This is an optimization exercise on Yosys and OpenROAD, whose aim is small area, not a production implementation. At most, simulation tests tie the RTL to the original design; equivalence was not proved. Power and IR drop assume default switching activity.

==> garnet <==
// mem_writeback_stage
module mem_writeback_stage #(
  parameter int DEPTH = 256
) (
  input  logic       clk,
  input  logic       reset,
  input  logic [7:0] RD1M,
  input  logic [7:0] ALUResultM,
  input  logic [2:0] WA3M,
  input  logic [2:0] WA4M,
  input  logic       RegWriteAM,
  input  logic       RegWriteBM,
  input  logic       MemtoRegM,
  input  logic       MemWriteM,
  input  logic       ValidM,
  input  logic       StallW,
  input  logic       FlushW,
  output logic [7:0] WD3W,
  output logic [2:0] WA3W,
  output logic       RegWriteAW,
  output logic [7:0] WD4W,
  output logic [2:0] WA4W,
  output logic       RegWriteBW,
  output logic [7:0] RetiredW
);
==> module mem_writeback_stage, before the edit <==
module mem_writeback_stage #(
  parameter int DEPTH = 256
) (
  input  logic       clk,
  input  logic       reset,
  input  logic [7:0] RD1M,
  input  logic [7:0] ALUResultM,
  input  logic [2:0] WA3M,
  input  logic [2:0] WA4M,
  input  logic       RegWriteAM,
  input  logic       RegWriteBM,
  input  logic       MemtoRegM,
  input  logic       MemWriteM,
  input  logic       ValidM,
  input  logic       StallW,
  input  logic       FlushW,
  output logic [7:0] WD3W,
  output logic [2:0] WA3W,
  output logic       RegWriteAW,
  output logic [7:0] WD4W,
  output logic [2:0] WA4W,
  output logic       RegWriteBW,
  output logic [7:0] RetiredW
);
  localparam int AW = (DEPTH > 1) ? $clog2(DEPTH) : 1;
  logic [7:0]    mem [DEPTH];
  logic [AW-1:0] mem_addr;
  logic [7:0]    read_data;
  logic          advance;
  logic          store_en;
  logic          b_enable;
  logic [7:0]    a_data;
  logic [7:0]    wd3_reg;
  logic [2:0]    wa3_reg;
  logic          rwa_reg;
  logic [7:0]    wd4_reg;
  logic [2:0]    wa4_reg;
  logic          rwb_reg;
  logic [7:0]    retired_reg;
  assign mem_addr  = ALUResultM[AW-1:0];
  assign read_data = mem[mem_addr];
  assign advance   = ~StallW & ~FlushW;
  assign store_en  = MemWriteM & ValidM & advance & ~reset;
  assign a_data    = MemtoRegM ? read_data : ALUResultM;
  assign b_enable  = RegWriteBM &
                     ~(RegWriteAM & (WA3M == WA4M));
  always_ff @(posedge clk) begin
    if (store_en) begin
      mem[mem_addr] <= RD1M;
    end
  end
  always_ff @(posedge clk or posedge reset) begin
    if (reset) begin
      wd3_reg     <= 8'd0;
      wa3_reg     <= 3'd0;
      rwa_reg     <= 1'b0;
      wd4_reg     <= 8'd0;
      wa4_reg     <= 3'd0;
      rwb_reg     <= 1'b0;
      retired_reg <= 8'd0;
    end else if (FlushW) begin
      wd3_reg <= a_data;
      wa3_reg <= WA3M;
      rwa_reg <= 1'b0;
      wd4_reg <= RD1M;
      wa4_reg <= WA4M;
      rwb_reg <= 1'b0;
    end else if (advance) begin
      wd3_reg <= a_data;
      wa3_reg <= WA3M;
      rwa_reg <= ValidM & RegWriteAM;
      wd4_reg <= RD1M;
      wa4_reg <= WA4M;
      rwb_reg <= ValidM & b_enable;
      if (ValidM) begin
        retired_reg <= retired_reg + 8'd1;
      end
    end
  end
  assign WD3W       = wd3_reg;
  assign WA3W       = wa3_reg;
  assign RegWriteAW = rwa_reg;
  assign WD4W       = wd4_reg;
  assign WA4W       = wa4_reg;
  assign RegWriteBW = rwb_reg;
  assign RetiredW   = retired_reg;
endmodule
clock: 5.0 ns
lec_check: 0
cap_margin: 20
core_margin: 2
core_utilization: 50
place_density: 0.6
slew_margin: 20
run.sh (not shown) runs the stock make flow with config.mk's settings and CLKGATE_MAP_FILE= SYNTH_SCRIPT=/design/flow/synth_recipe.tcl, a recipe that flattens the netlist after the stock synthesis.
==> xenon: changes against garnet <==
--- a/flow/design.v
+++ b/flow/design.v
@@ -23,12 +23,10 @@
   output logic [7:0] RetiredW
 );
-  localparam int AW = (DEPTH > 1) ? $clog2(DEPTH) : 1;
-  logic [7:0]    mem [DEPTH];
-  logic [AW-1:0] mem_addr;
-  logic [7:0]    read_data;
+  localparam int NW = 256;
   logic          advance;
   logic          store_en;
   logic          b_enable;
   logic [7:0]    a_data;
+  logic [7:0]    read_data;
   logic [7:0]    wd3_reg;
   logic [2:0]    wa3_reg;
@@ -38,16 +36,78 @@
   logic          rwb_reg;
   logic [7:0]    retired_reg;
-  assign mem_addr  = ALUResultM[AW-1:0];
-  assign read_data = mem[mem_addr];
   assign advance   = ~StallW & ~FlushW;
   assign store_en  = MemWriteM & ValidM & advance & ~reset;
+  logic          ph;           
+  logic          wb_v;         
+  logic          wb_vn;        
+  logic [7:0]    wb_a;         
+  logic [7:0]    wb_an;        
+  logic [7:0]    wb_d;         
+  always_ff @(posedge clk) begin
+    ph    <= ~ph;
+    wb_v  <= store_en;
+    wb_vn <= ~store_en;
+    wb_a  <= ALUResultM;
+    wb_an <= ~ALUResultM;
+    wb_d  <= RD1M;
+  end
+  logic [NW-1:0] row_w;
+  logic [NW-1:0] row_nw;
+  logic [7:0]    dn;
+  assign dn = wb_d ^ {8{ph}};
+  logic [NW-1:0][7:0] mem_s;
+  genvar r;
+  generate
+    for (r = 0; r < NW; r++) begin : g_row
+      assign row_w[r]  = wb_v & (wb_a == 8'(r));
+      assign row_nw[r] = wb_vn | (wb_an != 8'(NW - 1 - r));
+      logic [7:0] nxt;
+      for (genvar c = 0; c < 8; c++) begin : g_bit
+        mwb_wcell u_w (.q(mem_s[r][c]), .w(row_w[r]), .nw(row_nw[r]),
+                       .dn(dn[c]), .y(nxt[c]));
+      end
+      always_ff @(posedge clk) begin
+        mem_s[r] <= nxt;
+      end
+    end
+  endgenerate
+  logic [15:0]   sel_lo;
+  logic [15:0]   sel_hi;
+  logic [7:0]    arr_s;
+  logic          wb_hit;
+  logic [NW-1:0] sel;
+  always_comb begin
+    for (int i = 0; i < 16; i++) begin
+      sel_lo[i] = (ALUResultM[3:0] == 4'(i));
+      sel_hi[i] = (ALUResultM[7:4] == 4'(i));
+    end
+    for (int k = 0; k < NW; k++) begin
+      sel[k] = sel_hi[k / 16] & sel_lo[k % 16];
+    end
+  end
+  localparam int NG = (NW + 2) / 3;
+  logic [NG-1:0] grp_n [8];
+  genvar g, c;
+  generate
+    for (c = 0; c < 8; c++) begin : g_col
+      for (g = 0; g < NG; g++) begin : g_grp
+        if (3 * g + 2 < NW) begin : g3
+          mwb_rd3 u_r (.d({mem_s[3*g+2][c], mem_s[3*g+1][c], mem_s[3*g][c]}),
+                       .s(sel[3*g+2:3*g]), .y_n(grp_n[c][g]));
+        end else if (3 * g + 1 < NW) begin : g2
+          mwb_rd2 u_r (.d({mem_s[3*g+1][c], mem_s[3*g][c]}),
+                       .s(sel[3*g+1:3*g]), .y_n(grp_n[c][g]));
+        end else begin : g1
+          assign grp_n[c][g] = ~(mem_s[3*g][c] & sel[3*g]);
+        end
+      end
+      assign arr_s[c] = ~&grp_n[c];
+    end
+  endgenerate
+  assign wb_hit    = wb_v & (wb_a == ALUResultM);
+  assign read_data = wb_hit ? wb_d : (arr_s ^ {8{ph}});
   assign a_data    = MemtoRegM ? read_data : ALUResultM;
   assign b_enable  = RegWriteBM &
                      ~(RegWriteAM & (WA3M == WA4M));
-  always_ff @(posedge clk) begin
-    if (store_en) begin
-      mem[mem_addr] <= RD1M;
-    end
-  end
   always_ff @(posedge clk or posedge reset) begin
     if (reset) begin
@@ -86,2 +146,25 @@
   assign RetiredW   = retired_reg;
 endmodule
+module mwb_wcell (
+  input  logic q,
+  input  logic w,
+  input  logic nw,
+  input  logic dn,
+  output logic y
+);
+  assign y = ~((q | w) & (nw | dn));
+endmodule
+module mwb_rd3 (
+  input  logic [2:0] d,
+  input  logic [2:0] s,
+  output logic       y_n
+);
+  assign y_n = ~((d[0] & s[0]) | (d[1] & s[1]) | (d[2] & s[2]));
+endmodule
+module mwb_rd2 (
+  input  logic [1:0] d,
+  input  logic [1:0] s,
+  output logic       y_n
+);
+  assign y_n = ~((d[0] & s[0]) | (d[1] & s[1]));
+endmodule
--- a/flow/config.mk
+++ b/flow/config.mk
@@ -11,2 +11,4 @@
 export PLACE_DENSITY = 0.6
 export SLEW_MARGIN = 20
+export SYNTH_HIERARCHICAL = 1
+export SYNTH_MINIMUM_KEEP_SIZE = 0
==> nickel: changes against garnet <==
--- a/flow/design.v
+++ b/flow/design.v
@@ -23,12 +23,11 @@
   output logic [7:0] RetiredW
 );
-  localparam int AW = (DEPTH > 1) ? $clog2(DEPTH) : 1;
-  logic [7:0]    mem [DEPTH];
-  logic [AW-1:0] mem_addr;
-  logic [7:0]    read_data;
+  localparam int NW = 256;
+  localparam int NG = (NW + 2) / 3;    
   logic          advance;
   logic          store_en;
   logic          b_enable;
   logic [7:0]    a_data;
+  logic [7:0]    read_data;
   logic [7:0]    wd3_reg;
   logic [2:0]    wa3_reg;
@@ -38,16 +37,64 @@
   logic          rwb_reg;
   logic [7:0]    retired_reg;
-  assign mem_addr  = ALUResultM[AW-1:0];
-  assign read_data = mem[mem_addr];
   assign advance   = ~StallW & ~FlushW;
   assign store_en  = MemWriteM & ValidM & advance & ~reset;
+  logic               ph;        
+  logic [NW-1:0][7:0] mem_s;     
+  logic [7:0]         dn;        
+  logic [15:0]        sel_lo;
+  logic [15:0]        sel_hi;
+  logic [NW-1:0]      sel;       
+  logic [NW-1:0]      row_w;     
+  logic [NW-1:0]      row_nw;    
+  always_ff @(posedge clk) begin
+    ph <= ~ph;
+  end
+  assign dn = RD1M ^ {8{ph}};
+  always_comb begin
+    for (int i = 0; i < 16; i++) begin
+      sel_lo[i] = (ALUResultM[3:0] == 4'(i));
+      sel_hi[i] = (ALUResultM[7:4] == 4'(i));
+    end
+    for (int k = 0; k < NW; k++) begin
+      sel[k] = sel_hi[k / 16] & sel_lo[k % 16];
+    end
+  end
+  assign row_w  = sel & {NW{store_en}};
+  assign row_nw = ~row_w;
+  genvar r, c, g;
+  generate
+    for (r = 0; r < NW; r++) begin : g_row
+      logic [7:0] nxt;
+      for (c = 0; c < 8; c++) begin : g_bit
+        mwb_wcell u_w (.q(mem_s[r][c]), .w(row_w[r]), .nw(row_nw[r]),
+                       .dn(dn[c]), .y(nxt[c]));
+      end
+      always_ff @(posedge clk) begin
+        mem_s[r] <= nxt;
+      end
+    end
+  endgenerate
+  logic [NG-1:0] grp_n [8];
+  logic [7:0]    arr_s;
+  generate
+    for (c = 0; c < 8; c++) begin : g_col
+      for (g = 0; g < NG; g++) begin : g_grp
+        if (3 * g + 2 < NW) begin : g3
+          mwb_rd3 u_r (.d({mem_s[3*g+2][c], mem_s[3*g+1][c], mem_s[3*g][c]}),
+                       .s(sel[3*g+2:3*g]), .y_n(grp_n[c][g]));
+        end else if (3 * g + 1 < NW) begin : g2
+          mwb_rd2 u_r (.d({mem_s[3*g+1][c], mem_s[3*g][c]}),
+                       .s(sel[3*g+1:3*g]), .y_n(grp_n[c][g]));
+        end else begin : g1
+          assign grp_n[c][g] = ~(mem_s[3*g][c] & sel[3*g]);
+        end
+      end
+      assign arr_s[c] = ~&grp_n[c];
+    end
+  endgenerate
+  assign read_data = arr_s ^ {8{ph}};
   assign a_data    = MemtoRegM ? read_data : ALUResultM;
   assign b_enable  = RegWriteBM &
                      ~(RegWriteAM & (WA3M == WA4M));
-  always_ff @(posedge clk) begin
-    if (store_en) begin
-      mem[mem_addr] <= RD1M;
-    end
-  end
   always_ff @(posedge clk or posedge reset) begin
     if (reset) begin
@@ -86,2 +133,25 @@
   assign RetiredW   = retired_reg;
 endmodule
+module mwb_wcell (
+  input  logic q,
+  input  logic w,
+  input  logic nw,
+  input  logic dn,
+  output logic y
+);
+  assign y = ~((q | w) & (nw | dn));
+endmodule
+module mwb_rd3 (
+  input  logic [2:0] d,
+  input  logic [2:0] s,
+  output logic       y_n
+);
+  assign y_n = ~((d[0] & s[0]) | (d[1] & s[1]) | (d[2] & s[2]));
+endmodule
+module mwb_rd2 (
+  input  logic [1:0] d,
+  input  logic [1:0] s,
+  output logic       y_n
+);
+  assign y_n = ~((d[0] & s[0]) | (d[1] & s[1]));
+endmodule
--- a/flow/config.mk
+++ b/flow/config.mk
@@ -9,4 +9,7 @@
 export CORE_MARGIN = 2
 export CORE_UTILIZATION = 50
+export CTS_BUF_LIST = sky130_fd_sc_hd__clkbuf_4 sky130_fd_sc_hd__clkbuf_8
 export PLACE_DENSITY = 0.6
 export SLEW_MARGIN = 20
+export SYNTH_HIERARCHICAL = 1
+export SYNTH_MINIMUM_KEEP_SIZE = 0
==> run notes <==
- The run finished with no timing, DRC or antenna violations.
- Of all the cell area in the finished design, non-clock buffers hold 0.0298.
- The leading cell type in the layout, fill and taps excluded is sky130_fd_sc_hd__dfxtp_1.
- The number of global-route vias before repair is 59200.
- The number of buffers on the longest clock path is 3.
- The layout has 21 inverters outside the clock class.
- The share of synthesized cell area in full adder, half adder and majority cells is 0.000182.
- Entering global routing, the biggest net connects 170 pins.
That was xenon.
==> run notes <==
- The non-clock buffer area fraction after layout is 0.0427.
- The number of global-route vias before repair came to between 50000 and 60000.
- By area, registers come first.
- The data arrival time of the critical path is between 5 and 6 ns.
- The run finished with no timing, DRC or antenna violations.
- Entering global routing, the biggest net connects just under 100 pins.
- The inverter count of the layout excluding clock inverters is 258.
- After the first detailed-routing iteration, the DRC count stood at between 10000 and 15000.
- The clock passes through at most 4 buffers.
- The routed length on met2 is 109 mm.
- For this block, the via count after detailed routing is around 62000.
That was nickel.
==> run notes <==
- The run finished with no timing, DRC or antenna violations.
- Of all the cell area in the finished design, non-clock buffers hold 0.0449.
- The library cell used most frequently in the layout, excluding fill and tap cells, is sky130_fd_sc_hd__edfxtp_1.
- The number of buffers on the longest clock path is 3.
- The pin count of the biggest net entering global routing is 141.
- The number of global-route vias before repair is 41400.
- The non-clock inverters instantiated in the layout total 6.
- The share of synthesized cell area in full adder, half adder and majority cells is 0.000155.
That was garnet.
The RTL of garnet was laid out without a check of its function.

* * *

==> job 9332 <==
RTL: one of the versions met above, not the one the previous note started from.
Settings: LEC_CHECK=0, CAP_MARGIN=20, CORE_MARGIN=2, CORE_UTILIZATION=60, GPL_TIMING_DRIVEN=0, PLACE_DENSITY=0.7, SETUP_SLACK_MARGIN=0.2, SLEW_MARGIN=20, SYNTH_HIERARCHICAL=1, SYNTH_MINIMUM_KEEP_SIZE=0; clock period 5.0 ns.
standard.sh (not shown) runs the stock make flow with config.mk's settings and CLKGATE_MAP_FILE= SYNTH_SCRIPT=/design/flow/synth_recipe.tcl, a recipe that flattens the netlist after the stock synthesis.
==> flow/flow/run.sh <==
#!/bin/bash
# Layout flow: the standard ORFS flow (standard.sh) with these changes:
#  - before the placement-stage repair_design, each net with 48 or more loads
#    (the eight memory write-data lines, 256 loads each) is buffered by
#    spatial clusters of at most 40 loads, one buf_4 per cluster at its
#    centre (flow/cluster_buf.tcl);
#  - the clock tree is built from clkbuf_8 leaf clusters of up to 15 sinks
#    within 50 um, without dummy loads;
#  - the port buffers are buf_2 cells rather than the default delay buffer.
# standard.sh's full output goes to standard_flow.log; ORFS keeps each step's
# log under orfs/logs/.
set -euo pipefail
export PRE_RESIZE_TCL="$PWD/flow/cluster_buf.tcl"
export CTS_ARGS="-sink_clustering_enable -repair_clock_nets -dont_use_dummy_load -buf_list {sky130_fd_sc_hd__clkbuf_8} -sink_clustering_size 15 -sink_clustering_max_diameter 50"
export BUFFER_PORTS_ARGS="-buffer_cell sky130_fd_sc_hd__buf_2"
bash standard.sh > standard_flow.log 2>&1
Other scripts of this flow, unchanged in this note and not shown: flow/flow/cluster_buf.tcl
==> inputs of job 3366, as changes to job 9332 <==
SETUP_SLACK_MARGIN = 0.6   (was 0.2)
==> qor summary <==
	job 3366	job 9332
Data arrival, critical path	5390 ps	5870 ps
Routed len/inst	31.1 µm	31.2 µm
Routed met3 length	36.1 mm	33.6 mm
Most numerous cell on the critical path	sky130_fd_sc_hd__nor2_1	sky130_fd_sc_hd__buf_2
Wl on met1	96.5 mm	94.5 mm
Layout Cells excl Fill	7969	7922
Share of power burned in combinational logic	3.9%	3.7%
Run status	finished clean	finished with violations
Layout check failures	-	negative setup slack
Number of buffers inserted to repair setup after CTS	18	0
Final-stage net count	6486	6458
Count of final setup violators	0	2
Clk tree area frac	3.16%	3.24%
Met2 track utilization from global routing	56.6%	58.0%

## afterwards: timing with drivers on the ports
In the flow no input, the clock included, has a driving cell. The finished layouts below were timed again as built, in two steps. Step 1 assumes that a clkbuf_16 drives the clock port and a buf_2 every other input. Step 2 moves the port delays by t, midway between the first and last clock arrival at a register: inputs arrive t later, outputs are due t later. That takes back most of the time a late clock gives input paths. a / b / c = ideal / step 1 / step 2; a / b = the first two.
run | shift t [ns] | setup WS [ns] | latest minus earliest clock arrival (ns) | worst slew at a driven data input, ns
garnet | 0.924 | 1.216 / 1.248 / 0.323 | 0.028 / 0.027 | 0.13
xenon | 0.915 | 0.205 / 0.187 / -0.727 | 0.027 / 0.027 | 0.17
nickel | 1.065 | 0.116 / 0.102 / -0.962 | 0.035 / 0.035 | 0.15
job 9332 | 0.972 | -0.099 / -0.159 / -1.131 | 0.069 / 0.069 | 0.16
job 3366 | 0.951 | 0.344 / 0.283 / -0.668 | 0.068 / 0.068 | 0.17
Met with ideal ports but missed after step 2: setup timing in xenon, nickel and job 3366. For nickel, which loses most, drivers alone change the setup slack by -0.014 ns; drivers and shift together by -1.078 ns.
